This design comes from an exercise in tuning for small area, a short achievable clock period and few clock cycles per item on the open sky130 flow, not from production work. Function was checked by simulation only, so behaviour that the tests miss may differ from the original. Power is estimated from default activity; no workload was simulated.

## flow/design.v (module list and top-level ports; edited modules follow where they fit)
// module nlc_param_bank: 117 lines
// module nlc_seq_fsm: 30 lines
// module nlc_step_counter: 19 lines
// module nlc_mac_pipe: 1654 lines
// module nlc_operand_store: 67 lines
// module nlc_top: 129 lines
module nlc_top (
	input  wire                                          clk,
	input  wire                                          reset,
	input  wire                                          wb_cyc_i,
	input  wire                                          wb_stb_i,
	input  wire                                          wb_we_i,
	input  wire [nlc_pkg::ADR_W-1:0]                     wb_adr_i,
	input  wire [nlc_pkg::WORD_W-1:0]                    wb_dat_i,
	output wire [nlc_pkg::WORD_W-1:0]                    wb_dat_o,
	output wire                                          wb_ack_o,
	input  wire                                          start_i,
	input  wire [nlc_pkg::NUM_CH*nlc_pkg::ADC_W-1:0]     x_adc_i,
	output wire                                          busy_o,
	output wire                                          done_o,
	output wire [nlc_pkg::NUM_CH*nlc_pkg::ADC_W-1:0]     x_lin_o
);
  // ...
==> flow/flow/run.sh <==
#!/bin/bash
set -euo pipefail
SETUP_MARGIN=6.3
bash standard.sh SETUP_SLACK_MARGIN=$SETUP_MARGIN MAX_REPAIR_ANTENNAS_ITER_DRT=10 finish > standard_make.log 2>&1
==> flow/standard.sh <==
#!/bin/bash
# synth_recipe.tcl (not shown) runs the flow's synth.tcl, then flattens the netlist and writes it again
# the make line also repeats each setting of config.mk as NAME=value (left out here)
make -C /OpenROAD-flow-scripts/flow DESIGN_CONFIG=/design/flow/config.mk WORK_HOME=/design/flow/orfs CLKGATE_MAP_FILE= SYNTH_SCRIPT=/design/flow/synth_recipe.tcl "${@:-finish}"
==> flow/config.mk <==
export PLATFORM = sky130hd
export DESIGN_NAME = nlc_top
export DESIGN_NICKNAME = nlc_top
export VERILOG_FILES = /design/flow/design.v
export SDC_FILE = /design/flow/constraint.sdc
export NUM_CORES = 8
export LEC_CHECK = 0
export CAP_MARGIN = 30
export CORE_MARGIN = 2
export CORE_UTILIZATION = 45
export CTS_CLUSTER_DIAMETER = 100
export CTS_CLUSTER_SIZE = 24
export PLACE_DENSITY = 0.55
export SLEW_MARGIN = 30
==> flow/constraint.sdc <==
create_clock -name core_clock -period 10.0 [get_ports {clk}]
set_input_delay 2.0000 -clock core_clock [delete_from_list [all_inputs] [get_ports {clk}]]
set_output_delay 2.0000 -clock core_clock [all_outputs]
set_load 0.01 [all_outputs]
==> run notes, run 1 <==
largest area contributor in the netlist edfxtp_1; post-synthesis sequential area ratio 0.482; dpl cells 43600; total combinational power 46.3 mW; clock network power share 0.150; Hold Path End g_unit[3].mac_pipe_i.cs_q[33]$_DFF_P_; Root Driver clkbuf_16; top power group sequential cells; Reg power frac 0.475; Crit Path Class in -> reg; Mapped Area 0.396 mm²; Remaining DRCs 0; Synth top cells by count 4264 x edfxtp_1, 4152 x inv_1, 3140 x dfxtp_1; Post-Layout Cell Count 45600; status complete, no violations; P per Cell Area 277 mW/mm²; Pwr Total 123 mW; reg2reg path depth 11; reg2reg start g_unit[3].mac_pipe_i.r[23]$_DFF_P_; Worst path depth 17; largest net degree at the start of global routing 189; Routed Wire Length 1430000 µm; ys async rst share 0; Vias/cell 5.85; Final setup violation count 0; critical path launch point type input port; Largest regs param_bank_i.g_ring.ring_q (3584), g_unit.mac_pipe_i.cs_q (1016), param_bank_i.c5_q (512); register area 0.193 mm²; Ant. Diodes 237; Final Core Density 0.508; wire length on met3 160000 µm; DR vias 267000; peak supply drop 0.539 mV
Testbench counts, summed over its fixed seeds: cycles 2,704, conversions 192.
==> module nlc_top, before the edit <==
module nlc_top (
	input  wire                                          clk,
	input  wire                                          reset,
	input  wire                                          wb_cyc_i,
	input  wire                                          wb_stb_i,
	input  wire                                          wb_we_i,
	input  wire [nlc_pkg::ADR_W-1:0]                     wb_adr_i,
	input  wire [nlc_pkg::WORD_W-1:0]                    wb_dat_i,
	output wire [nlc_pkg::WORD_W-1:0]                    wb_dat_o,
	output wire                                          wb_ack_o,
	input  wire                                          start_i,
	input  wire [nlc_pkg::NUM_CH*nlc_pkg::ADC_W-1:0]     x_adc_i,
	output wire                                          busy_o,
	output wire                                          done_o,
	output wire [nlc_pkg::NUM_CH*nlc_pkg::ADC_W-1:0]     x_lin_o
);
	logic                   en;
	logic [PH_W-1:0]        ph;
	logic [PH_W-1:0]        ph_nx;
	logic                   accept;
	logic                   waiting;
	logic                   first;
	logic                   run;
	logic [NUM_UNIT*32-1:0] tap;
	logic [NUM_CH*32-1:0]   c5;
	logic [NUM_CH*16-1:0]   x_q;
	logic [NUM_CH*16-1:0]   x_cur;
	logic                   ld_sb, ld_c5a, ld_c5b, ld_m1, cap, last;
	nlc_step_counter step_counter_i (
		.clk     (clk),
		.en_i    (en),
		.ph_o    (ph),
		.ph_nx_o (ph_nx)
	);
	nlc_seq_fsm seq_fsm_i (
		.clk      (clk),
		.reset    (reset),
		.start_i  (start_i),
		.ph_i     (ph),
		.accept_o (accept),
		.wait_o   (waiting),
		.first_o  (first),
		.run_o    (run),
		.busy_o   (busy_o),
		.done_o   (done_o)
	);
	nlc_param_bank param_bank_i (
		.clk      (clk),
		.reset    (reset),
		.wb_cyc_i (wb_cyc_i),
		.wb_stb_i (wb_stb_i),
		.wb_we_i  (wb_we_i),
		.wb_adr_i (wb_adr_i),
		.wb_dat_i (wb_dat_i),
		.wb_dat_o (wb_dat_o),
		.wb_ack_o (wb_ack_o),
		.busy_i   (busy_o),
		.turn_i   (waiting || run),
		.ph_i     (ph),
		.ph_nx_i  (ph_nx),
		.en_o     (en),
		.tap_o    (tap),
		.c5_o     (c5)
	);
	always_comb begin
		for (int ch = 0; ch < NUM_CH; ch++) begin
			x_cur[ch*16 +: 16] = accept ? x_adc_i[ch*ADC_W +: 16] : x_q[ch*16 +: 16];
		end
	end
	always_ff @(posedge clk) begin
		x_q <= x_cur;
	end
	assign ld_sb  = run && (ph == PH_W'(1));
	assign ld_c5a = run && (ph == PH_W'(2));
	assign ld_c5b = run && (ph == PH_W'(3));
	assign ld_m1  = run && (ph >= PH_W'(4)) && (ph <= PH_W'(11));
	assign cap    = run && ((ph == PH_W'(3)) || (ph == PH_W'(4)));
	assign last   = run && (ph == PH_W'(RING_LEN - 1));
	for (genvar u = 0; u < NUM_UNIT; u++) begin : g_unit
		logic [15:0] one, two, neg;
		logic [15:0] onen, twon, negn;
		logic [31:0] r;
		logic [31:0] rn;
		logic [31:0] rs;
		logic [20:0] ya_q;
		logic [20:0] yb_q;
		nlc_operand_store operand_store_i (
			.clk      (clk),
			.ld_sa_i  (first),
			.ld_sb_i  (ld_sb),
			.ld_c5a_i (ld_c5a),
			.ld_c5b_i (ld_c5b),
			.ld_m1_i  (ld_m1),
			.cap_i    (cap),
			.xa_i     (x_cur[(2*u)*16 +: 16]),
			.xb_i     (x_q[(2*u+1)*16 +: 16]),
			.c5a_i    (c5[(2*u)*32 +: 32]),
			.c5b_i    (c5[(2*u+1)*32 +: 32]),
			.r_i      (r),
			.one_o    (one),
			.two_o    (two),
			.neg_o    (neg),
			.onen_o   (onen),
			.twon_o   (twon),
			.negn_o   (negn)
		);
		nlc_mac_pipe mac_pipe_i (
			.clk  (clk),
			.a    (r),
			.an   (rn),
			.one  (one),
			.two  (two),
			.neg  (neg),
			.onen (onen),
			.twon (twon),
			.negn (negn),
			.c    (tap[u*32 +: 32]),
			.r    (r),
			.rn   (rn),
			.rs   (rs)
		);
		always_ff @(posedge clk) begin
			ya_q <= {{5{r[31]}}, r[31:16]};
			yb_q <= last ? {{5{rs[31]}}, rs[31:16]} : '0;
		end
		assign x_lin_o[(2*u)*ADC_W +: ADC_W]   = ya_q;
		assign x_lin_o[(2*u+1)*ADC_W +: ADC_W] = yb_q;
	end
endmodule
==> inputs of run 2 (changes only) <==
--- a/flow/design.v
+++ b/flow/design.v
@@ -1971,5 +1971,5 @@
 		.wb_ack_o (wb_ack_o),
 		.busy_i   (busy_o),
-		.turn_i   (waiting || run),
+		.turn_i   (waiting || run || accept),
 		.ph_i     (ph),
 		.ph_nx_i  (ph_nx),
==> run notes, run 2 <==
status complete, no violations; reg2reg path depth 14 (+3); first-pass GRT wire length 1950000 µm; TritonRoute pass-1 iters 9; Post-Route Skew 0.0744 ns; final hold vios 0; Die ar. 0.887 mm²; Area Overhead vs Synth 12.7%; leakage power 178 nW; Netlist cell types 97; Setup WS pre-CTS 3.38 ns; peak supply drop 0.261 mV (-52%); largest area contributor in the netlist edfxtp_1; max incr delay on CP 0.48 ns; Ports 752; RSZ-0062 raised after global routing yes; Final nets 37400; CTS Buf Count 384; max_cap viols 0; Yosys warnings 6; gr ovfl total 0; Routed Antenna Nets 0; hold crit path type reg -> reg; Crit Path Class reg -> reg; critical path launch point type flop; CTS sink cnt 7404; Mapped Area 0.396 mm² (about the same); dpl cells 43400 (-0.34%); worst hold slack 0.379 ns; worst-skew pair later-pin latency 1.13 ns; Worst Path Arrival 4.88 ns; Worst setup startpoint g_unit[3].mac_pipe_i.cs_q[34]$_DFF_P_; critical hold path startpoint g_unit[2].mac_pipe_i.r[31]$_DFF_P_; Achievable Freq 0.259 GHz; Fill cells 76200; P per Cell Area 277 mW/mm² (+0.11%); setup_tns 0 ns; largest net degree at the start of global routing 138 (-27%); DIE WIDTH 942 µm; Largest Register param_bank_i.g_ring.ring_q; Remaining DRCs 0 (unchanged); row count 344; Port-buffer cells 671; Synth top cells by count 4264 x edfxtp_1, 4254 x inv_1, 3140 x dfxtp_1; initial cell density of the core 0.451; post-synth net total 37400; Worst-Margin Slew 1.11 ns; fin crit share 0.386; GP Congestion 0.947; routed len/inst 31.2 µm; flops & latches, synth 7404; vias in the first global route 254000; WHS Path Cells 0; Slowest-stage cell, CP fa_1; overall routing resource usage 0.307; Synth Flop Type edfxtp_1; Final Core Density 0.508 (about the same); Final setup violation count 0 (unchanged); most frequent cells in the layout 4264 x edfxtp_1, 4079 x inv_1, 2805 x fa_1; most numerous cell in the Yosys netlist edfxtp_1; top cells by area, synth edfxtp_1 32%, dfxtp_1 16%, fa_1 16%, xnor2_1 5.2%, xor2_1 4.9%; Max clock buf depth 4; DR vias 263000 (-1.5%); Max transition margin 0.257; layout cells sized above 1 0.160; Vias/cell 5.81 (-0.70%); DRT iter0 DRCs 32700; EDFF count, synth 4264; Post-Layout Cell Count 45200 (-0.78%); CTS tree yes; fin. max-slew vios 0; critical path, cell by cell fa_1 -> ha_1 -> a21oi_2 -> o211ai_1 -> o31ai_4 -> a21oi_4 -> a211o_4 -> a41o_4 -> a31oi_4 -> buf_12 -> o21ai_4 -> buf_6 -> nor4b_4 -> nor4_2; initial antenna violation count 189; height of the die 942 µm; Critical Path End Type flop; reg2reg start g_unit[3].mac_pipe_i.cs_q[34]$_DFF_P_; CTS clk-pin slew, worst paths 0.10 ns; post-synth top area share 0.324; Tmin final 3.86 ns; core area 0.877 mm²; post-synthesis sequential area ratio 0.482 (about the same); worst-path fanout max 4; Mean Syn Cell Area 11.9 µm²; H-tree Lvls 5; critical path required time 11.02 ns; Final Worst Setup Slack 6.14 ns; Root Driver clkbuf_16; Largest regs param_bank_i.g_ring.ring_q (3584), g_unit.mac_pipe_i.cs_q (1016), param_bank_i.c5_q (512); most common cell after layout, fill and taps aside edfxtp_1; ys async rst share 0 (unchanged); Routed Wire Length 1410000 µm (-1.3%); Detailed Place HPWL 1000000 µm; Largest register FFs 3584; Cells after Synth 33200
==> run 2: metal layers <==
metal | routed length [µm] | track usage | vias up
li1 | - | - | 112000
met1 | 573000 | 0.427 | 134000
met2 | 608000 | 0.455 | 13800
met3 | 149000 | 0.0788 | 2655
met4 | 79500 | 0.139 | 62
met5 | 698 | 0 | -
==> run 2: worst paths after layout <==
path                                                      end  slack [ns]
worst max register to register  g_unit[3].yb_q[15]$_SDFF_PN0_        6.14
worst min-delay path               g_unit[2].ya_q[15]$_DFF_P_        0.38
worst min register to register     g_unit[2].ya_q[15]$_DFF_P_        0.38
worst max-delay path            g_unit[3].yb_q[15]$_SDFF_PN0_        6.14
==> run 2: worst max-delay path: cells and delay by family, from the launching register on <==
| kind | cells | cell delay [ns] |
|---|---|---|
| AO/OA/AOI/OAI | 8 | 1.90 |
| adder cells (fa/ha/maj) | 2 | 0.86 |
| flip-flops | 1 | 0.33 |
| buffers and inverters | 2 | 0.28 |
| AND/OR/NAND/NOR | 2 | 0.36 |
==> run 2: layout make-up <==
| class | instances | area (µm²) | area share |
|---|---|---|---|
| clock buffer | 584 | 10400 | 0.0234 |
| inverter | 4441 | 18300 | 0.0411 |
| sequential | 7404 | 193000 | 0.433 |
| tap | 11600 | 14500 | 0.0325 |
| multi-input combinational | 18800 | 186000 | 0.416 |
| clock inverter | 111 | 1820 | 0.00409 |
| timing repair buffer | 2121 | 21400 | 0.0481 |
| antenna | 131 | 328 | 0.000735 |
| timing repair inverter | 25 | 214 | 0.000480 |
==> run 2: logic make-up after synthesis <==
kind of cell	count (synthesis)	synth area share
AO/OA/AOI/OAI	6054	0.100
XOR/XNOR	4567	0.101
adder cells (fa/ha/maj)	3876	0.182
buffers and inverters	6957	0.0672
flip-flops	7404	0.482
multiplexers	851	0.0300
AND/OR/NAND/NOR	3441	0.0371
==> run 2: per-stage QoR <==
step | cell area (µm²) | power (mW)
final | 446000 | 124
after global routing | 445000 | 130
after CTS | 434000 | 120
after detailed placement | 412000 | 97.7
after global placement | 412000 | 97.0
after floorplan | 396000 | 79.9
==> run 2: timing repair <==
item                                    in CTS  in global routing
gates resized for setup                   3532               1708
pin swaps                                  142                657
gates cloned                                51                 32
endpoints found under the setup margin    6338               2229
setup buffers                              395                458
hold buffers                                 0                  0
hold endpoints to repair                     0                  0
==> run 2: power by group <==
part           switching [mW]  internal, mW  leakage (nW)
sequential               12.1          46.5          69.1
combinational            28.0          18.6           103
clock                    10.7          7.73          5.83
total                    50.7          72.8           178
Testbench counts of run 2, summed over its fixed seeds: cycles 2,696, conversions 192.
==> inputs of run 3 (changes only) <==
--- a/flow/config.mk
+++ b/flow/config.mk
@@ -6,5 +6,5 @@
 export NUM_CORES = 8
 export LEC_CHECK = 0
-export CAP_MARGIN = 30
+export CAP_MARGIN = 20
 export CORE_MARGIN = 2
 export CORE_UTILIZATION = 45
@@ -12,3 +12,3 @@
 export CTS_CLUSTER_SIZE = 24
 export PLACE_DENSITY = 0.55
-export SLEW_MARGIN = 30
+export SLEW_MARGIN = 20
==> run notes, run 3 <==
most numerous cell in the Yosys netlist edfxtp_1; routed len/inst 31.2 µm (about the same); status complete, no violations; Vias/cell 5.81 (about the same); Ports 752 (unchanged); CTS Buf Count 385 (+0.26%); Die ar. 0.887 mm² (unchanged); Max transition margin 0.108 (-0.149); Area Overhead vs Synth 12.4%; flops & latches, synth 7404 (unchanged); Mean Syn Cell Area 11.9 µm² (unchanged); final hold vios 0 (unchanged); Root Driver clkbuf_16; height of the die 942 µm (unchanged); max_cap viols 0 (unchanged); Netlist cell types 97 (unchanged); EDFF count, synth 4264 (unchanged); worst-skew pair later-pin latency 1.18 ns (+0.05 ns); CTS clk-pin slew, worst paths 0.10 ns (about the same); worst hold slack 0.375 ns (-0.00425 ns); ys async rst share 0 (unchanged); H-tree Lvls 5 (unchanged); critical path, cell by cell fa_1 -> ha_4 -> a21o_1 -> a31oi_4 -> o21ai_2 -> a2111o_1 -> a211o_4 -> a41o_4 -> a31oi_4 -> buf_12 -> o21ai_4 -> buf_6 -> nor4b_4 -> nor4_2; post-synth top area share 0.324 (unchanged); hold crit path type reg -> reg; DIE WIDTH 942 µm (unchanged); largest area contributor in the netlist edfxtp_1; Achievable Freq 0.258 GHz (-0.27%); Max clock buf depth 4 (unchanged); fin crit share 0.387 (+0.00103); Worst-Margin Slew 1.34 ns (+0.224 ns); P per Cell Area 277 mW/mm² (about the same); Worst Path Arrival 4.89 ns (about the same); Final nets 37300 (-0.29%); DRT iter0 DRCs 32100 (-1.7%); Comb power frac 0.376 (about the same); Remaining DRCs 0 (unchanged); first-pass GRT wire length 1950000 µm (-0.13%); Post-Route Skew 0.100 ns (+0.0257 ns); Power Internal 72.6 mW (-0.25%); most common cell after layout, fill and taps aside edfxtp_1; layout cells sized above 1 0.158 (-0.00218); TritonRoute pass-1 iters 13 (+4); fin. max-slew vios 0 (unchanged); largest net degree at the start of global routing 145 (+5.1%); initial antenna violation count 187 (-1.1%); Mapped Area 0.396 mm² (unchanged); core area 0.877 mm² (unchanged); Reg power frac 0.475 (about the same); Detailed Place HPWL 1000000 µm (-0.11%); initial cell density of the core 0.451 (unchanged); worst-path fanout max 3 (-1); most frequent cells in the layout 4264 x edfxtp_1, 4079 x inv_1, 2807 x fa_1; Post-CTS Hold Buffers 0 (unchanged); Cells after Synth 33200 (unchanged); gr ovfl total 0 (unchanged); Sw Share 0.411 (+0.000430); dpl cells 43400 (-0.030%); Port-buffer cells 671 (unchanged); Slowest-stage cell, CP fa_1; leakage power 177 nW (-0.39%); overall routing resource usage 0.307 (-0.000611); Critical Path End Type flop; fin area 0.445 mm² (-0.19%); Setup WS pre-CTS 3.25 ns (-0.123 ns); post-synth net total 37400 (unchanged); GP Congestion 0.947 (unchanged); critical path required time 11.02 ns (about the same); DR vias 262000 (-0.23%); top cells by area, synth edfxtp_1 32%, dfxtp_1 16%, fa_1 16%, xnor2_1 5.2%, xor2_1 4.9%; Largest regs param_bank_i.g_ring.ring_q (3584), g_unit.mac_pipe_i.cs_q (1016), param_bank_i.c5_q (512); CTS tree yes; Fill cells 76100 (-0.13%); dpl cell area 0.412 mm² (-0.11%); Largest register FFs 3584 (unchanged); Routed Wire Length 1410000 µm (-0.28%); post-synthesis sequential area ratio 0.482 (unchanged); Crit Path Class reg -> reg; vias in the first global route 255000 (+0.12%); clock network power share 0.149 (about the same); Yosys warnings 6 (unchanged); Routed Antenna Nets 0 (unchanged); Final Worst Setup Slack 6.13 ns (-0.0103 ns); critical path launch point type flop; peak supply drop 0.265 mV (+1.4%); Synth Flop Type edfxtp_1; setup_tns 0 ns (unchanged); Synth top cells by count 4264 x edfxtp_1, 4254 x inv_1, 3140 x dfxtp_1; Worst path most repeated cell a31oi_4; Post-Layout Cell Count 45100 (-0.20%); Largest Register param_bank_i.g_ring.ring_q; CTS sink cnt 7404 (unchanged); row count 344 (unchanged); Tmin final 3.87 ns (+0.0103 ns); max incr delay on CP 0.59 ns (+0.11 ns); P_sw 50.7 mW (about the same); RSZ-0062 raised after global routing yes; Final setup violation count 0 (unchanged)
==> run 3: final cells by class <==
| cell class | instances | area, µm² | area share |
|---|---|---|---|
| clock buffers | 609 | 10700 | 0.0240 |
| repair inverters | 23 | 228 | 0.000512 |
| well taps | 11600 | 14500 | 0.0326 |
| inverters | 4441 | 18400 | 0.0413 |
| diodes | 136 | 340 | 0.000765 |
| multi-input cells | 18800 | 186000 | 0.418 |
| flip-flops and latches | 7404 | 193000 | 0.434 |
| clock inverters | 99 | 1650 | 0.00372 |
| repair buffers | 2012 | 20000 | 0.0450 |
==> run 3: power groups by stage <==
stage | logic [mW] | clock network (mW) | registers (mW)
finish | 46.4 | 18.4 | 58.6
global route | 50.6 | 19.8 | 59.3
CTS | 42.8 | 18.8 | 58.1
detailed placement | 39.5 | 0 | 58.1
global placement | 39.0 | 0 | 58.0
floorplan | 27.6 | 0 | 52.3
==> run 3: layer usage <==
layer	vias to the layer above	global-route usage	routed length (µm)	part of all wire
li1	111000	-	-	-
met1	134000	0.425	572000	0.41
met2	13800	0.453	604000	0.43
met3	2652	0.0813	150000	0.11
met4	42	0.140	80500	0.057
met5	-	0.00229	551	0.00039
==> run 3: kinds of logic (layout without fill, tap and decap cells) <==
group / Yosys count / count (layout) / share of synthesized area
AOI/OAI and AO/OA: 6054 / 6054 / 0.100
xor gates and xnor gates: 4567 / 4567 / 0.101
adders and majority gates: 3876 / 3876 / 0.182
muxes: 851 / 851 / 0.0300
buffers and inverters: 6957 / 7184 / 0.0672
and+or+nand+nor: 3441 / 3445 / 0.0371
other: 0 / 136 / 0
DFF: 7404 / 7404 / 0.482
==> run 3: metrics by stage <==
step	total power [mW]	utilization
6_report	123	0.507
5_1_grt	130	0.507
4_1_cts	120	0.494
3_5_place_dp	97.6	0.470
3_3_place_gp	97.0	0.469
2_1_floorplan	79.9	-
==> run 3: what timing repair did <==
action	in CTS	in global routing
setup endpoints to repair	6428	2442
gates cloned	34	34
resized for setup	3643	1727
pin swaps	164	692
setup buffers	384	390
==> run 3: critical path: cells and delay by family, from the launching register on <==
kind                       cells  cell delay [ns]
AOI/OAI and AO/OA              8             1.96
adders and majority gates      2             0.81
buffers and inverters          2             0.28
DFF                            1             0.33
and+or+nand+nor                2             0.37
==> run 3: worst paths after layout <==
check	startpoint	to	slack (ns)	cells past startpoint
worst max-delay path	g_unit[3].mac_pipe_i.cs_q[72]$_DFF_P_	g_unit[3].yb_q[15]$_SDFF_PN0_	6.13	14
worst min-delay path	param_bank_i.g_ring[5].ring_q[433]$_DFFE_PN_	param_bank_i.g_ring[5].ring_q[401]$_DFFE_PN_	0.37	0
worst max register to register	g_unit[3].mac_pipe_i.cs_q[72]$_DFF_P_	g_unit[3].yb_q[15]$_SDFF_PN0_	6.13	14
worst min register to register	param_bank_i.g_ring[5].ring_q[433]$_DFFE_PN_	param_bank_i.g_ring[5].ring_q[401]$_DFFE_PN_	0.37	0
==> inputs of run 4 (changes only) <==
--- a/flow/design.v
+++ b/flow/design.v
@@ -1971,5 +1971,5 @@
 		.wb_ack_o (wb_ack_o),
 		.busy_i   (busy_o),
-		.turn_i   (waiting || run || accept),
+		.turn_i   (waiting || run),
 		.ph_i     (ph),
 		.ph_nx_i  (ph_nx),
==> run notes, run 4 <==
status complete, no violations; GP Congestion 0.949 (+0.30%); Routed Wire Length 1420000 µm (+0.93%); H-tree Lvls 5 (unchanged); worst-path fanout max 5 (+2); CTS Buf Count 386 (+0.26%); critical path launch point type flop; max_cap viols 0 (unchanged); largest net degree at the start of global routing 189 (+30%); Post-Route Skew 0.156 ns (+0.0556 ns); DRT iter0 DRCs 34000 (+5.9%); Max clock buf depth 4 (unchanged); initial antenna violation count 194 (+3.7%); Worst Path Arrival 1.79 ns (-3.10 ns); Vias/cell 5.83 (+0.46%); Mapped Area 0.396 mm² (about the same); top cells by area, synth edfxtp_1 32%, dfxtp_1 16%, fa_1 16%, xnor2_1 5.1%, xor2_1 5.0%; Reg power frac 0.477 (+0.002); post-synthesis sequential area ratio 0.482 (about the same); Mean Syn Cell Area 11.9 µm² (-0.57%); RSZ-0062 raised after global routing yes; EDFF count, synth 4264 (unchanged); Final setup violation count 0 (unchanged); final hold vios 0 (unchanged); peak supply drop 0.399 mV (+51%); CP Capture Point x_lin_o[142]; r2r setup slk 6.23 ns (+0.10 ns); leakage power 178 nW (+0.18%); fin crit share 0.379 (-0.00838); flops & latches, synth 7404 (unchanged); CTS sink cnt 7404 (unchanged); P_sw 50.5 mW (-0.36%); TritonRoute pass-1 iters 7 (-6); Area Overhead vs Synth 11.9%; Critical Path End Type output pin; Remaining DRCs 0 (unchanged); clock network power share 0.151 (+0.002); worst-skew pair later-pin latency 1.16 ns (-0.02 ns); Worst-Margin Slew 1.14 ns (-0.195 ns); Synth top cells by count 4264 x edfxtp_1, 4152 x inv_1, 3140 x dfxtp_1; post-synth net total 37600 (+0.59%); Tmin final 3.79 ns (-0.0838 ns); Synth Flop Type edfxtp_1; P per Cell Area 277 mW/mm² (about the same); Sw Share 0.411 (about the same); Crit Path Class reg -> out; hold crit path type reg -> reg; Comb power frac 0.372 (-0.004); post-synth top area share 0.323 (about the same); Cells after Synth 33400 (+0.66%); Final nets 37500 (+0.44%); Root Driver clkbuf_16; Max transition margin 0.237 (+0.129); Ports 752 (unchanged); Largest register FFs 3584 (unchanged); routed len/inst 31.3 µm (+0.32%); row count 344 (unchanged); Port-buffer cells 671 (unchanged); reg2reg path depth 10 (-4); Routed Antenna Nets 0 (unchanged); first-pass GRT wire length 1960000 µm (+0.50%); critical path required time 8.00 ns (-3.02 ns); overall routing resource usage 0.309 (+0.00237); Post-CTS Hold Buffers 0 (unchanged); CTS clk-pin slew, worst paths 0.10 ns (about the same); initial cell density of the core 0.451 (about the same); reg2reg start g_unit[6].mac_pipe_i.r[22]$_DFF_P_; dpl cells 43600 (+0.36%); layout cells sized above 1 0.144 (-0.0140); most common cell after layout, fill and taps aside edfxtp_1; Largest regs param_bank_i.g_ring.ring_q (3584), g_unit.mac_pipe_i.cs_q (1016), param_bank_i.c5_q (512); DIE WIDTH 942 µm (about the same); Netlist cell types 99 (+2.1%); fin. max-slew vios 0 (unchanged); DR vias 265000 (+1.1%); Detailed Place HPWL 1000000 µm (about the same); gr ovfl total 0 (unchanged); vias in the first global route 256000 (+0.52%); CTS tree yes; core area 0.877 mm² (about the same); setup_tns 0 ns (unchanged); most numerous cell in the Yosys netlist edfxtp_1; Die ar. 0.888 mm² (about the same); most frequent cells in the layout 4264 x edfxtp_1, 4094 x inv_1, 2947 x fa_1; reg2reg end g_unit[6].mac_pipe_i.cs_q[95]$_DFF_P_; Post-Layout Cell Count 45400 (+0.61%); Achievable Freq 0.264 GHz (+2.2%); Yosys warnings 6 (unchanged); height of the die 942 µm (about the same); Power Internal 72.4 mW (-0.39%); ys async rst share 0 (unchanged); Largest Register param_bank_i.g_ring.ring_q; largest area contributor in the netlist edfxtp_1; Worst setup startpoint g_unit[3].ya_q[15]$_DFF_P_
==> run 4: changes by cell type after synthesis, moves of 17 or more <==
cell,change
o21ai_0,+166
nor3_1,+21
a21oi_1,-169
a211oi_1,+74
nor2_1,-183
inv_1,-102
mux2_2,-119
clkbuf_1,+17
nand2_1,+402
clkinv_1,+70
==> run 4: worst min-delay path by stage <==
| stage | startpoint | end | slack [ns] | cells past startpoint |
|---|---|---|---|---|
| finish | param_bank_i.g_ring[7].ring_q[176]$_DFFE_PN_ | param_bank_i.g_ring[7].ring_q[144]$_DFFE_PN_ | 0.36 | 0 |
| global route | param_bank_i.g_ring[6].ring_q[248]$_DFFE_PN_ | param_bank_i.g_ring[6].ring_q[216]$_DFFE_PN_ | 0.37 | 0 |
| CTS | param_bank_i.g_ring[3].ring_q[32]$_DFFE_PN_ | g_unit[3].mac_pipe_i.cs_q[33]$_DFF_P_ | 0.36 | 0 |
| detailed placement | g_unit[1].mac_pipe_i.r[16]$_DFF_P_ | g_unit[1].ya_q[0]$_DFF_P_ | 0.34 | 0 |
| global placement | g_unit[1].mac_pipe_i.r[16]$_DFF_P_ | g_unit[1].ya_q[0]$_DFF_P_ | 0.34 | 0 |
| floorplan | g_unit[0].operand_store_i.m0_q[32]$_DFF_P_ | g_unit[0].mac_pipe_i.cs_q[1]$_DFF_P_ | 0.33 | 0 |
==> run 4: kinds of logic (layout without fill, tap and decap cells) <==
| group | Yosys count | in the layout | synth area share |
|---|---|---|---|
| XOR/XNOR | 4572 | 4572 | 0.101 |
| multiplexers | 736 | 736 | 0.0267 |
| other | 0 | 241 | 0 |
| buffers and inverters | 6962 | 7139 | 0.0672 |
| AND/OR/NAND/NOR | 3680 | 3687 | 0.0393 |
| flip-flops | 7404 | 7404 | 0.482 |
| AO/OA/AOI/OAI | 6139 | 6139 | 0.102 |
| adder cells (fa/ha/maj) | 3876 | 3876 | 0.182 |
==> run 4: power by group through the flow <==
stage / sequential, mW / combinational [mW] / clock [mW]
detailed placement: 58.2 / 38.7 / 0
floorplan: 54.8 / 26.9 / 0
global route: 59.4 / 49.5 / 19.9
CTS: 58.2 / 42.2 / 19.0
global placement: 58.0 / 38.3 / 0
finish: 58.6 / 45.7 / 18.5
==> run 4: layer usage <==
layer  vias up  share of wire  GRT usage
li1     112000              -          -
met1    135000           0.40      0.427
met2     14300           0.43      0.451
met3      2980           0.11     0.0821
met4        86          0.062      0.155
met5         -        0.00041          0
==> run 4: layout make-up <==
| cell class | count | area (µm²) |
|---|---|---|
| multi-input cells | 19000 | 185000 |
| diodes | 241 | 603 |
| clock buffers | 602 | 10700 |
| repair inverters | 34 | 332 |
| repair buffers | 1980 | 18500 |
| clock inverters | 114 | 1800 |
| inverters | 4409 | 18400 |
| flip-flops and latches | 7404 | 193000 |
| fillers | 77000 | 434000 |
| well taps | 11600 | 14500 |
==> run 4: what timing repair did <==
action	in CTS	in global routing
pin swaps	174	444
setup endpoints to repair	5458	2479
hold endpoints to repair	0	0
resized for setup	3587	1264
setup buffers	352	429
gates cloned	30	39
==> run 4: metrics by stage <==
| step | hold slack, ns | total power, mW | util | cell area (µm²) | setup WS, ns |
|---|---|---|---|---|---|
| after global placement | 0.337 | 96.3 | 0.469 | 412000 | 3.42 |
| final | 0.362 | 123 | 0.505 | 443000 | 6.21 |
| after detailed placement | 0.343 | 96.9 | 0.469 | 412000 | 3.42 |
| after floorplan | 0.329 | 81.7 | - | 396000 | -87.53 |
| after CTS | 0.362 | 119 | 0.493 | 433000 | 6.12 |
| after global routing | 0.374 | 129 | 0.505 | 443000 | 6.17 |
==> run 4: worst max-delay path, cell delays in order (launching register included) <==
cell and delay, ns:
dfxtp_4 0.40, buf_4 0.14, buf_6 0.11
Testbench counts of run 4, summed over its fixed seeds: cycles 2,704, conversions 192.
==> inputs of run 5 (changes only) <==
==> flow/flow/run.sh (replaced) <==
#!/bin/bash
set -euo pipefail
SETUP_MARGIN=6.45
bash standard.sh SETUP_SLACK_MARGIN=$SETUP_MARGIN MAX_REPAIR_ANTENNAS_ITER_DRT=10 finish > standard_make.log 2>&1
==> flow/config.mk (replaced) <==
export PLATFORM = sky130hd
export DESIGN_NAME = nlc_top
export DESIGN_NICKNAME = nlc_top
export VERILOG_FILES = /design/flow/design.v
export SDC_FILE = /design/flow/constraint.sdc
export NUM_CORES = 8
export LEC_CHECK = 0
export CAP_MARGIN = 30
export CORE_MARGIN = 2
export CORE_UTILIZATION = 45
export CTS_CLUSTER_DIAMETER = 90
export CTS_CLUSTER_SIZE = 20
export PLACE_DENSITY = 0.55
export SLEW_MARGIN = 30
==> run notes, run 5 <==
reg2reg end g_unit[6].mac_pipe_i.r[26]$_DFF_P_; Detailed Place HPWL 1000000 µm (about the same); Worst Path Arrival 4.87 ns (+3.08 ns); Critical Path End Type flop; setup_tns 0 ns (unchanged); Ports 752 (unchanged); Vias/cell 5.87 (+0.64%); critical hold path startpoint param_bank_i.g_ring[7].ring_q[188]$_DFFE_PN_; vias in the first global route 262000 (+2.3%); Routed Wire Length 1480000 µm (+3.9%); final hold vios 0 (unchanged); post-synthesis sequential area ratio 0.482 (unchanged); row count 344 (unchanged); core area 0.877 mm² (unchanged); M1 wire length 582000 µm (+1.6%); CTS Buf Count 450 (+17%); overall routing resource usage 0.318 (+0.00853); top cells by area, synth edfxtp_1 32%, dfxtp_1 16%, fa_1 16%, xnor2_1 5.1%, xor2_1 5.0%; worst-skew pair later-pin latency 1.19 ns (+0.03 ns); CTS sink cnt 7404 (unchanged); post-synth net total 37600 (unchanged); Netlist cell types 99 (unchanged); peak supply drop 0.514 mV (+29%); layout cells sized above 1 0.225 (+0.0816); Final nets 38600 (+3.1%); Max clock buf depth 4 (unchanged); Largest Register param_bank_i.g_ring.ring_q; Yosys warnings 6 (unchanged); height of the die 942 µm (unchanged); DR vias 273000 (+3.2%); Worst path most repeated cell a21o_1; worst-path fanout max 4 (-1); Routed Antenna Nets 0 (unchanged); Cells after Synth 33400 (unchanged); critical path, cell by cell fa_1 -> ha_4 -> a21o_1 -> a21o_1 -> a21o_1 -> o21ai_2 -> o31ai_4 -> o211ai_1 -> a21oi_4 -> buf_6 -> buf_6 -> mux2_4 -> and3_4 -> buf_12; Synth top cells by count 4264 x edfxtp_1, 4152 x inv_1, 3140 x dfxtp_1; DRT iter0 DRCs 35300 (+3.8%); routed len/inst 31.7 µm (+1.3%); Synth Flop Type edfxtp_1; Post-CTS Hold Buffers 0 (unchanged); largest net degree at the start of global routing 189 (unchanged); most common cell after layout, fill and taps aside edfxtp_1; WHS Path Cells 0 (unchanged); first-pass GRT wire length 2010000 µm (+2.5%); Slowest-stage cell, CP o211ai_1; DR top layer met5; largest area contributor in the netlist edfxtp_1; Post-Route Skew 0.107 ns (-0.0482 ns); GP Congestion 0.949 (unchanged); Worst-Margin Slew 1.14 ns (+0.00205 ns); CTS tree yes; post-synth top area share 0.323 (unchanged); Hold Path End param_bank_i.g_ring[7].ring_q[156]$_DFFE_PN_; Fill cells 74400 (-3.4%); Mapped Area 0.396 mm² (unchanged); Pwr Total 131 mW (+6.9%); Area Overhead vs Synth 18.3%; reg2reg path depth 14 (+4); flops & latches, synth 7404 (unchanged); Mean Syn Cell Area 11.9 µm² (unchanged); Root Driver clkbuf_16; Remaining DRCs 0 (unchanged); RSZ-0062 raised after global routing yes; wire length on met3 172000 µm (+11%); max incr delay on CP 0.63 ns (+0.23 ns); CTS clk-pin slew, worst paths 0.09 ns (about the same); H-tree Lvls 5 (unchanged); area taken by multi-input logic gates 0.195 mm² (+5.0%); ys async rst share 0 (unchanged); register area 0.193 mm² (+0.18%); most frequent cells in the layout 4264 x edfxtp_1, 3826 x inv_1, 2498 x fa_1; Largest register FFs 3584 (unchanged); max_cap viols 0 (unchanged); gr ovfl total 0 (unchanged); most numerous cell in the Yosys netlist edfxtp_1; Die ar. 0.888 mm² (unchanged); initial cell density of the core 0.451 (unchanged); critical path required time 11.05 ns (+3.05 ns); Tmin final 3.82 ns (+0.0289 ns); TritonRoute pass-1 iters 12 (+5); fin. max-slew vios 0 (unchanged); DIE WIDTH 942 µm (unchanged); P per Cell Area 281 mW/mm² (+1.1%); reg2reg start g_unit[6].mac_pipe_i.cs_q[54]$_DFF_P_; fin crit share 0.382 (+0.00289); Max transition margin 0.236 (-0.00137); WL met2 626000 µm (+3.5%); leakage power 188 nW (+5.6%); Crit Path Class reg -> reg; EDFF count, synth 4264 (unchanged); hold crit path type reg -> reg; Largest regs param_bank_i.g_ring.ring_q (3584), g_unit.mac_pipe_i.cs_q (1016), param_bank_i.c5_q (512); Port-buffer cells 671 (unchanged); status complete, no violations; r2r setup slk 6.18 ns (-0.05 ns); Final setup violation count 0 (unchanged); initial antenna violation count 203 (+4.6%); critical path launch point type flop; Achievable Freq 0.262 GHz (-0.76%)
[run 5: report_power, final]
| part | leakage (nW) | internal, mW | switching (mW) |
|---|---|---|---|
| Clock | 6.85 | 9.13 | 11.0 |
| Sequential | 70.1 | 46.8 | 11.8 |
| Combinational | 111 | 21.5 | 31.2 |
[run 5: critical path: cells and delay by family, from the launching register on]
kind	cells	cell delay [ns]
AO/OA/AOI/OAI	7	1.64
adder cells (fa/ha/maj)	2	0.81
buffers and inverters	3	0.42
flip-flops	1	0.33
multiplexers	1	0.28
AND/OR/NAND/NOR	1	0.20
[run 5: kinds of logic after synthesis]
family,count (synthesis),synth area share
flops,7404,0.482
buf+inv,6962,0.0672
mux,736,0.0267
fa+ha+maj,3876,0.182
compound gates,6139,0.102
xor+xnor,4572,0.101
simple gates,3680,0.0393
[run 5: final cells by class]
class / count / share of cell area
Clock buffer: 699 / 0.0266
Inverter: 4409 / 0.0398
Timing Repair inverter: 57 / 0.00150
Tap cell: 11600 / 0.0310
Multi-Input combinational cell: 19000 / 0.416
Clock inverter: 113 / 0.00417
Sequential cell: 7404 / 0.413
Timing Repair Buffer: 3059 / 0.0675
Antenna cell: 208 / 0.00111
[run 5: timing repair]
action | CTS | global route
endpoints found under the setup margin | 6335 | 2548
gates cloned | 80 | 39
setup buffers | 977 | 849
pin swaps | 923 | 1356
resized for setup | 5307 | 2414
[run 5: layer usage]
layer / global-route usage / vias to the layer above
li1: - / 114000
met1: 0.439 / 140000
met2: 0.461 / 15900
met3: 0.0856 / 3523
met4: 0.161 / 90
met5: 0 / -
[run 5: metrics by stage]
step	hold WS [ns]	utilization	cells	setup WS, ns	instance area [µm²]
after global routing	0.365	0.534	46500	6.13	468000
after global placement	0.337	0.469	43600	3.42	412000
final	0.358	0.534	46500	6.18	468000
after CTS	0.363	0.511	45500	6.12	449000
after floorplan	0.329	-	33400	-87.53	396000
after detailed placement	0.342	0.470	43600	3.44	412000
[run 5: worst max-delay path by stage]
| stage | from | endpoint | slack (ns) |
|---|---|---|---|
| finish | g_unit[6].mac_pipe_i.cs_q[54]$_DFF_P_ | g_unit[6].mac_pipe_i.r[26]$_DFF_P_ | 6.18 |
| global route | g_unit[4].mac_pipe_i.r[24]$_DFF_P_ | g_unit[4].mac_pipe_i.cs_q[92]$_DFF_P_ | 6.13 |
| CTS | g_unit[0].ya_q[15]$_DFF_P_ | x_lin_o[15] | 6.12 |
| detailed placement | reset | g_unit[0].operand_store_i.m0_q[9]$_DFF_P_ | 3.44 |
| global placement | reset | g_unit[0].operand_store_i.m0_q[9]$_DFF_P_ | 3.42 |
| floorplan | param_bank_i.pend_q$_SDFFE_PP0P_ | param_bank_i.rev_q$_SDFFE_PP0P_ | -87.53 |
==> inputs of run 6 (changes only) <==
==> flow/flow/run.sh (replaced) <==
#!/bin/bash
set -euo pipefail
SETUP_MARGIN=6.2
bash standard.sh SETUP_SLACK_MARGIN=$SETUP_MARGIN MAX_REPAIR_ANTENNAS_ITER_DRT=10 finish > standard_make.log 2>&1
--- a/flow/config.mk
+++ b/flow/config.mk
@@ -8,7 +8,7 @@
 export CAP_MARGIN = 30
 export CORE_MARGIN = 2
-export CORE_UTILIZATION = 45
+export CORE_UTILIZATION = 50
 export CTS_CLUSTER_DIAMETER = 90
 export CTS_CLUSTER_SIZE = 20
-export PLACE_DENSITY = 0.55
+export PLACE_DENSITY = 0.6
 export SLEW_MARGIN = 30
==> run notes, run 6 <==
worst-path fanout max 80 (+76); Largest register FFs 3584 (unchanged); Tmin final 3.98 ns (+0.162 ns); dpl cells 42500 (-2.4%); Sw Share 0.407 (-0.00390); Routed Antenna Nets 0 (unchanged); CTS tree yes; routed len/inst 31.1 µm (-2.0%); Final Worst Setup Slack 6.02 ns (-0.162 ns); Post-CTS Hold Buffers 0 (unchanged); fin crit share 0.398 (+0.0162); Die ar. 0.799 mm² (-10%); most frequent cells in the layout 4264 x edfxtp_1, 4133 x inv_1, 3090 x fa_1; Setup WS pre-CTS 3.19 ns (-0.255 ns); Netlist cell types 99 (unchanged); status complete, no violations; leakage power 176 nW (-6.3%); P_sw 49.2 mW (-8.9%); Worst setup startpoint param_bank_i.adr_q[4]$_DFFE_PN_; Crit Path Class reg -> reg; setup_tns 0 ns (unchanged); Root Driver clkbuf_16; Worst Path Arrival 4.87 ns (about the same); Largest Register param_bank_i.g_ring.ring_q; initial antenna violation count 182 (-10%); Ports 752 (unchanged); Comb power frac 0.355 (-0.046); top cells by area, synth edfxtp_1 32%, dfxtp_1 16%, fa_1 16%, xnor2_1 5.1%, xor2_1 5.0%; mux contribution to synthesized area 0.0267 (unchanged); RSZ-0062 raised after global routing yes; first-pass GRT wire length 1900000 µm (-5.6%); height of the die 894 µm (-5.1%); GP Congestion 0.964 (+1.5%); CTS sink cnt 7404 (unchanged); main combinational cell family by area after synthesis adder cells; Max clock buf depth 4 (unchanged); flops & latches, synth 7404 (unchanged); max_cap viols 0 (unchanged); layout cells sized above 1 0.107 (-0.118); worst-skew pair later-pin latency 1.14 ns (-0.05 ns); Port-buffer cells 671 (unchanged); Synth top cells by count 4264 x edfxtp_1, 4152 x inv_1, 3140 x dfxtp_1; row count 326 (-5.2%); vias in the first global route 255000 (-2.5%); critical path launch point type flop; Mean Syn Cell Area 11.9 µm² (unchanged); Final setup violation count 0 (unchanged); post-synth net total 37600 (unchanged); peak supply drop 0.445 mV (-13%); Area Overhead vs Synth 10.2%; Synth Area in Compound Gates 0.102 (unchanged); initial cell density of the core 0.502 (+0.0505); Vias/cell 6.00 (+2.1%); largest area contributor in the netlist edfxtp_1; Achievable Freq 0.251 GHz (-4.1%); hold crit path type reg -> reg; largest net degree at the start of global routing 211 (+12%); Pwr Total 121 mW (-8.0%); H-tree Lvls 5 (unchanged); Final nets 37100 (-3.9%); Reg power frac 0.481 (+0.035); Worst-Margin Slew 1.30 ns (+0.159 ns); Remaining DRCs 0 (unchanged); Post-Layout Cell Count 44000 (-5.5%); final hold vios 0 (unchanged); Routed Wire Length 1370000 µm (-7.4%); clock network power share 0.165 (+0.012); CTS Buf Count 450 (unchanged); Critical Path End Type flop; Max transition margin 0.131 (-0.105); DIE WIDTH 894 µm (-5.1%); post-synth top area share 0.323 (unchanged); post-synthesis sequential area ratio 0.482 (unchanged); Post-Route Skew 0.0772 ns (-0.0302 ns); gr ovfl total 0 (unchanged); Yosys warnings 6 (unchanged); Cells after Synth 33400 (unchanged); Synth Flop Type edfxtp_1; P per Cell Area 277 mW/mm² (-1.2%); Synth Area in Simple Gates 0.0393 (unchanged); most numerous cell in the Yosys netlist edfxtp_1; critical path required time 10.89 ns (-0.16 ns); fin. max-slew vios 0 (unchanged); EDFF count, synth 4264 (unchanged); core area 0.789 mm² (-10%); Detailed Place HPWL 974000 µm (-2.9%); most common cell after layout, fill and taps aside edfxtp_1; post-synthesis xor/xnor area fraction 0.101 (unchanged); ys async rst share 0 (unchanged); DR vias 264000 (-3.5%); DRT iter0 DRCs 35000 (-0.94%); Mapped Area 0.396 mm² (unchanged); reg2reg start param_bank_i.adr_q[4]$_DFFE_PN_; overall routing resource usage 0.330 (+0.0129); TritonRoute pass-1 iters 8 (-4); Power Internal 71.7 mW (-7.4%); critical hold path startpoint g_unit[3].mac_pipe_i.r[16]$_DFF_P_; Largest regs param_bank_i.g_ring.ring_q (3584), g_unit.mac_pipe_i.cs_q (1016), param_bank_i.c5_q (512); Adder-Cell Fraction of Synth Area 0.182 (unchanged); CTS clk-pin slew, worst paths 0.09 ns (about the same)
run 6: worst max-delay path, stage by stage (launching register included):
cell and delay (ns):
edfxtp_1 0.38, buf_12 0.37, buf_4 0.74, mux4_2 0.55, mux4_2 0.50, a21oi_1 0.15, o21ai_0 0.11, o221a_2 0.34
run 6: layer usage:
metal | vias up | routed length (µm) | GRT usage
met5 | - | 348 | 0.000179
met4 | 54 | 79000 | 0.158
met3 | 2852 | 162000 | 0.0941
met2 | 15400 | 580000 | 0.478
met1 | 134000 | 545000 | 0.461
li1 | 111000 | - | -
run 6: layout make-up:
cell class / count / area (µm²)
repair buffers: 1596 / 15900
clock inverters: 110 / 1690
well taps: 10500 / 13100
multi-input cells: 19000 / 182000
clock buffers: 717 / 12500
inverters: 4409 / 18000
flip-flops and latches: 7404 / 192000
diodes: 256 / 641
repair inverters: 3 / 26.3
fillers: 66400 / 353000
run 6: power by group through the flow:
stage	combinational, mW	clock, mW	sequential, mW
floorplan	26.9	0	54.8
global placement	38.5	0	57.4
detailed placement	39.1	0	57.7
CTS	40.8	20.2	57.6
global route	46.6	21.3	58.8
finish	42.9	19.9	58.1
run 6: kinds of logic (layout without fill, tap and decap cells):
| group | count (synthesis) | count (layout) |
|---|---|---|
| XOR/XNOR | 4572 | 4572 |
| flip-flops | 7404 | 7404 |
| AO/OA/AOI/OAI | 6139 | 6139 |
| AND/OR/NAND/NOR | 3680 | 3683 |
| other | 0 | 256 |
| multiplexers | 736 | 736 |
| buffers and inverters | 6962 | 6835 |
| adder cells (fa/ha/maj) | 3876 | 3876 |
run 6: final timing paths:
kind | to | slack, ns | cells past startpoint
setup / recovery | param_bank_i.wb_dat_o[9]$_SDFF_PN0_ | 6.02 | 7
hold / removal | g_unit[3].ya_q[0]$_DFF_P_ | 0.36 | 0
setup reg to reg | param_bank_i.wb_dat_o[9]$_SDFF_PN0_ | 6.02 | 7
hold reg to reg | g_unit[3].ya_q[0]$_DFF_P_ | 0.36 | 0
run 6: per-stage QoR:
step / hold WS, ns / cell area (µm²) / util
6_report: 0.361 / 436000 / 0.553
4_1_cts: 0.376 / 430000 / 0.545
3_5_place_dp: 0.343 / 411000 / 0.521
3_3_place_gp: 0.333 / 410000 / 0.520
5_1_grt: 0.369 / 436000 / 0.553
2_1_floorplan: 0.329 / 396000 / -
run 6: repair_timing:
item                       in CTS  in global routing
buffers inserted              114                215
hold endpoints to repair        0                  0
pin swaps                      43                141
setup endpoints to repair    5239               2334
resized for setup            2005                796
gates cloned                   15                 29
==> inputs of run 7 (changes only) <==
--- a/flow/design.v
+++ b/flow/design.v
@@ -1941,5 +1941,5 @@
 	logic [NUM_CH*16-1:0]   x_q;
 	logic [NUM_CH*16-1:0]   x_cur;
-	logic                   ld_sb, ld_c5a, ld_c5b, ld_m1, cap, last;
+	logic                   ld_sb, ld_c5a, ld_c5b, ld_m1, cap;
 	nlc_step_counter step_counter_i (
 		.clk     (clk),
@@ -1971,5 +1971,5 @@
 		.wb_ack_o (wb_ack_o),
 		.busy_i   (busy_o),
-		.turn_i   (waiting || run),
+		.turn_i   (waiting || run || accept),
 		.ph_i     (ph),
 		.ph_nx_i  (ph_nx),
@@ -1991,5 +1991,4 @@
 	assign ld_m1  = run && (ph >= PH_W'(4)) && (ph <= PH_W'(11));
 	assign cap    = run && ((ph == PH_W'(3)) || (ph == PH_W'(4)));
-	assign last   = run && (ph == PH_W'(RING_LEN - 1));
 	for (genvar u = 0; u < NUM_UNIT; u++) begin : g_unit
 		logic [15:0] one, two, neg;
@@ -1999,5 +1998,4 @@
 		logic [31:0] rs;
 		logic [20:0] ya_q;
-		logic [20:0] yb_q;
 		nlc_operand_store operand_store_i (
 			.clk      (clk),
@@ -2037,8 +2035,7 @@
 		always_ff @(posedge clk) begin
 			ya_q <= {{5{r[31]}}, r[31:16]};
-			yb_q <= last ? {{5{rs[31]}}, rs[31:16]} : '0;
 		end
 		assign x_lin_o[(2*u)*ADC_W +: ADC_W]   = ya_q;
-		assign x_lin_o[(2*u+1)*ADC_W +: ADC_W] = yb_q;
+		assign x_lin_o[(2*u+1)*ADC_W +: ADC_W] = {{5{r[31]}}, r[31:16]};
 	end
 endmodule
==> flow/flow/run.sh (replaced) <==
#!/bin/bash
set -euo pipefail
SETUP_MARGIN=6.3
bash standard.sh SETUP_SLACK_MARGIN=$SETUP_MARGIN MAX_REPAIR_ANTENNAS_ITER_DRT=10 finish > standard_make.log 2>&1
--- a/flow/config.mk
+++ b/flow/config.mk
@@ -8,7 +8,7 @@
 export CAP_MARGIN = 30
 export CORE_MARGIN = 2
-export CORE_UTILIZATION = 50
-export CTS_CLUSTER_DIAMETER = 90
-export CTS_CLUSTER_SIZE = 20
-export PLACE_DENSITY = 0.6
+export CORE_UTILIZATION = 45
+export CTS_CLUSTER_DIAMETER = 100
+export CTS_CLUSTER_SIZE = 24
+export PLACE_DENSITY = 0.55
 export SLEW_MARGIN = 30
==> run notes, run 7 <==
most frequent cells in the layout 4264 x edfxtp_1, 3847 x inv_1, 2614 x fa_1; Synth Flop Type edfxtp_1; Crit Path Class reg -> out; Tmin final 3.93 ns (-0.0521 ns); overall routing resource usage 0.304 (-0.0260); post-synthesis xor/xnor area fraction 0.104 (+0.00247); largest area contributor in the netlist edfxtp_1; setup_tns 0 ns (unchanged); most common cell after layout, fill and taps aside edfxtp_1; Mapped Area 0.393 mm² (-0.78%); mux contribution to synthesized area 0.0301 (+0.00341); max_cap viols 0 (unchanged); CTS Buf Count 377 (-16%); Post-Route Skew 0.0660 ns (-0.0112 ns); status complete, no violations; largest net degree at the start of global routing 179 (-15%); DIE WIDTH 938 µm (+5.0%); first-pass GRT wire length 1930000 µm (+1.7%); DRT iter0 DRCs 32800 (-6.2%); Routed Antenna Nets 0 (unchanged); Detailed Place HPWL 981000 µm (+0.65%); peak supply drop 0.266 mV (-40%); Netlist cell types 96 (-3.0%); Mean Syn Cell Area 12.0 µm² (+0.74%); dpl cell area 0.409 mm² (-0.54%); Ports 752 (unchanged); Synth Area in Compound Gates 0.0994 (-0.00230); leakage power 176 nW (+0.28%); post-synth net total 37100 (-1.3%); Largest Register param_bank_i.g_ring.ring_q; main combinational cell family by area after synthesis adder cells; Critical Path End Type output pin; post-synth top area share 0.326 (+0.00254); Routed Wire Length 1390000 µm (+2.0%); Fill cells 75800 (+14%); Final nets 37000 (-0.28%); top cells by area, synth edfxtp_1 33%, fa_1 16%, dfxtp_1 15%, xnor2_1 5.3%, xor2_1 5.1%; fin crit share 0.393 (-0.00521); EDFF count, synth 4264 (unchanged); fin. max-slew vios 0 (unchanged); H-tree Lvls 5 (unchanged); worst-path fanout max 5 (-94%); Synth Area in Simple Gates 0.0353 (-0.00402); P per Cell Area 274 mW/mm² (-1.3%); routed len/inst 31.1 µm (+0.23%); worst hold slack 0.387 ns (+0.0256 ns); Worst-Margin Slew 1.16 ns (-0.149 ns); Vias/cell 5.83 (-2.8%); Port-buffer cells 671 (unchanged); ys async rst share 0 (unchanged); initial antenna violation count 173 (-4.9%); Cells after Synth 32900 (-1.5%); CTS tree yes; Worst Path Arrival 1.93 ns (-2.94 ns); DR vias 261000 (-1.1%); post-synthesis sequential area ratio 0.479 (-0.00273); CTS sink cnt 7276 (-1.7%); row count 343 (+5.2%); initial cell density of the core 0.451 (-0.0510); TritonRoute pass-1 iters 6 (-2); Remaining DRCs 0 (unchanged); Largest register FFs 3584 (unchanged); core area 0.871 mm² (+10%); Synth top cells by count 4264 x edfxtp_1, 4173 x inv_1, 3136 x fa_1; CTS clk-pin slew, worst paths 0.10 ns (about the same); vias in the first global route 254000 (-0.56%); critical path launch point type flop; fin area 0.444 mm² (+1.9%); Die ar. 0.881 mm² (+10%); GP Congestion 0.951 (-1.4%); height of the die 938 µm (+5.0%); most numerous cell in the Yosys netlist edfxtp_1; final hold vios 0 (unchanged); Max transition margin 0.227 (+0.0966); Adder-Cell Fraction of Synth Area 0.183 (+0.00143); gr ovfl total 0 (unchanged); critical path required time 8.00 ns (-2.89 ns); flops & latches, synth 7276 (-1.7%); Area Overhead vs Synth 13.1%; Max clock buf depth 4 (unchanged); Final setup violation count 0 (unchanged); Root Driver clkbuf_16; worst-skew pair later-pin latency 1.16 ns (+0.02 ns); Achievable Freq 0.254 GHz (+1.3%); RSZ-0062 raised after global routing yes; Largest regs param_bank_i.g_ring.ring_q (3584), g_unit.mac_pipe_i.cs_q (1016), param_bank_i.c5_q (512); layout cells sized above 1 0.173 (+0.0662); hold crit path type reg -> reg; Yosys warnings 6 (unchanged)
run 7: cells by family after synthesis:
family | count (synthesis)
xor+xnor | 4647
compound gates | 5971
flops | 7276
buf+inv | 6988
simple gates | 3261
fa+ha+maj | 3876
mux | 847
run 7: path summary, 6_finish.rpt:
path	end	start	cells after the start	slack [ns]
setup / recovery	x_lin_o[124]	g_unit[2].mac_pipe_i.r[31]$_DFF_P_	3	6.07
hold reg to reg	g_unit[2].mac_pipe_i.cs_q[33]$_DFF_P_	param_bank_i.g_ring[2].ring_q[32]$_DFFE_PN_	0	0.39
setup reg to reg	g_unit[2].mac_pipe_i.cs_q[92]$_DFF_P_	g_unit[2].mac_pipe_i.r[31]$_DFF_P_	12	6.10
hold / removal	g_unit[2].mac_pipe_i.cs_q[33]$_DFF_P_	param_bank_i.g_ring[2].ring_q[32]$_DFFE_PN_	0	0.39
run 7: final cells by class:
class	count	area [µm²]	area share
flip-flops and latches	7276	190000	0.428
multi-input cells	18600	187000	0.421
repair buffers	2106	21800	0.0491
inverters	4358	18300	0.0412
well taps	11600	14500	0.0325
clock buffers	579	10400	0.0234
clock inverters	98	1590	0.00358
repair inverters	37	393	0.000884
diodes	136	340	0.000766
run 7: routing by layer:
layer  vias up  wire length (µm)  GRT usage
li1     110000                 -          -
met2     14600            595000      0.445
met5         -               680          0
met4        48             81900      0.143
met1    133000            559000      0.425
met3      2763            157000     0.0797
run 7: metrics by stage:
stage | std cells | utilization | setup WS [ns] | power (mW)
2_1_floorplan | 32900 | - | -28.22 | 78.3
3_3_place_gp | 43000 | 0.469 | 3.17 | 94.7
3_5_place_dp | 43000 | 0.469 | 3.16 | 95.2
4_1_cts | 44200 | 0.494 | 6.02 | 117
5_1_grt | 44700 | 0.510 | 6.01 | 128
6_report | 44800 | 0.510 | 6.07 | 122
run 7: repair_timing:
item,in CTS,in global routing
resized for setup,3408,2444
endpoints found under the hold margin,0,0
setup endpoints to repair,6022,2809
setup buffers,470,362
pin swaps,188,979
hold buffers,0,0
gates cloned,34,45
run 7: critical path, cell delays in order (launching register included):
cell and delay, ns:
dfxtp_4 0.43, buf_6 0.12, buf_12 0.14, buf_6 0.11
run 7: where the power goes:
group          leakage [nW]  switching, mW  internal, mW
clock                  5.70           10.5          7.61
combinational           103           27.3          18.8
sequential             68.0           11.4          46.0
total                   176           49.2          72.4
Testbench counts of run 7, summed over its fixed seeds: cycles 2,696, conversions 192.

re-timing with driven ports:
How much do the figures lean on ideal ports? The routed layouts below were timed once more, with nothing changed but the port constraints. Step 1 sets driving cells, clkbuf_16 on the clock port and buf_2 on the other inputs (assumed; they add their load-dependent delay and slew). Step 2 adds t to the input delays and takes it off the output delays; t is the mean of the earliest and latest rising clock arrival at the registers after step 1. Input paths then give back, and output paths get back, about the clock's delay inside the block. Three values: ideal, step 1, step 2; two values: the first two.
| run | shift t [ns] | setup slack, ns | hold WS [ns] | latest minus earliest clock arrival (ns) | worst data-port slew with drivers (ns) |
|---|---|---|---|---|---|
| run 1 | 1.283 | 6.200 / 6.059 / 5.050 | 0.371 / 0.371 / 0.371 | 0.088 / 0.088 | 0.26 |
| run 2 | 1.271 | 6.136 / 6.060 / 5.085 | 0.379 / 0.379 / 0.379 | 0.102 / 0.102 | 0.16 |
| run 3 | 1.288 | 6.126 / 6.057 / 5.012 | 0.375 / 0.375 / 0.375 | 0.101 / 0.101 | 0.15 |
| run 4 | 1.233 | 6.209 / 6.050 / 5.128 | 0.362 / 0.362 / 0.362 | 0.171 / 0.171 | 0.29 |
| run 5 | 1.300 | 6.180 / 6.043 / 5.065 | 0.358 / 0.358 / 0.358 | 0.128 / 0.127 | 0.27 |
| run 6 | 1.249 | 6.018 / 5.987 / 4.738 | 0.361 / 0.361 / 0.361 | 0.103 / 0.103 | 0.39 |
| run 7 | 1.269 | 6.070 / 5.916 / 4.998 | 0.387 / 0.387 / 0.387 | 0.084 / 0.084 | 0.33 |
After both steps every run listed still meets setup and hold. The setup slack of run 6, which loses most, moves by -0.031 ns with the drivers and by -1.280 ns with both steps.
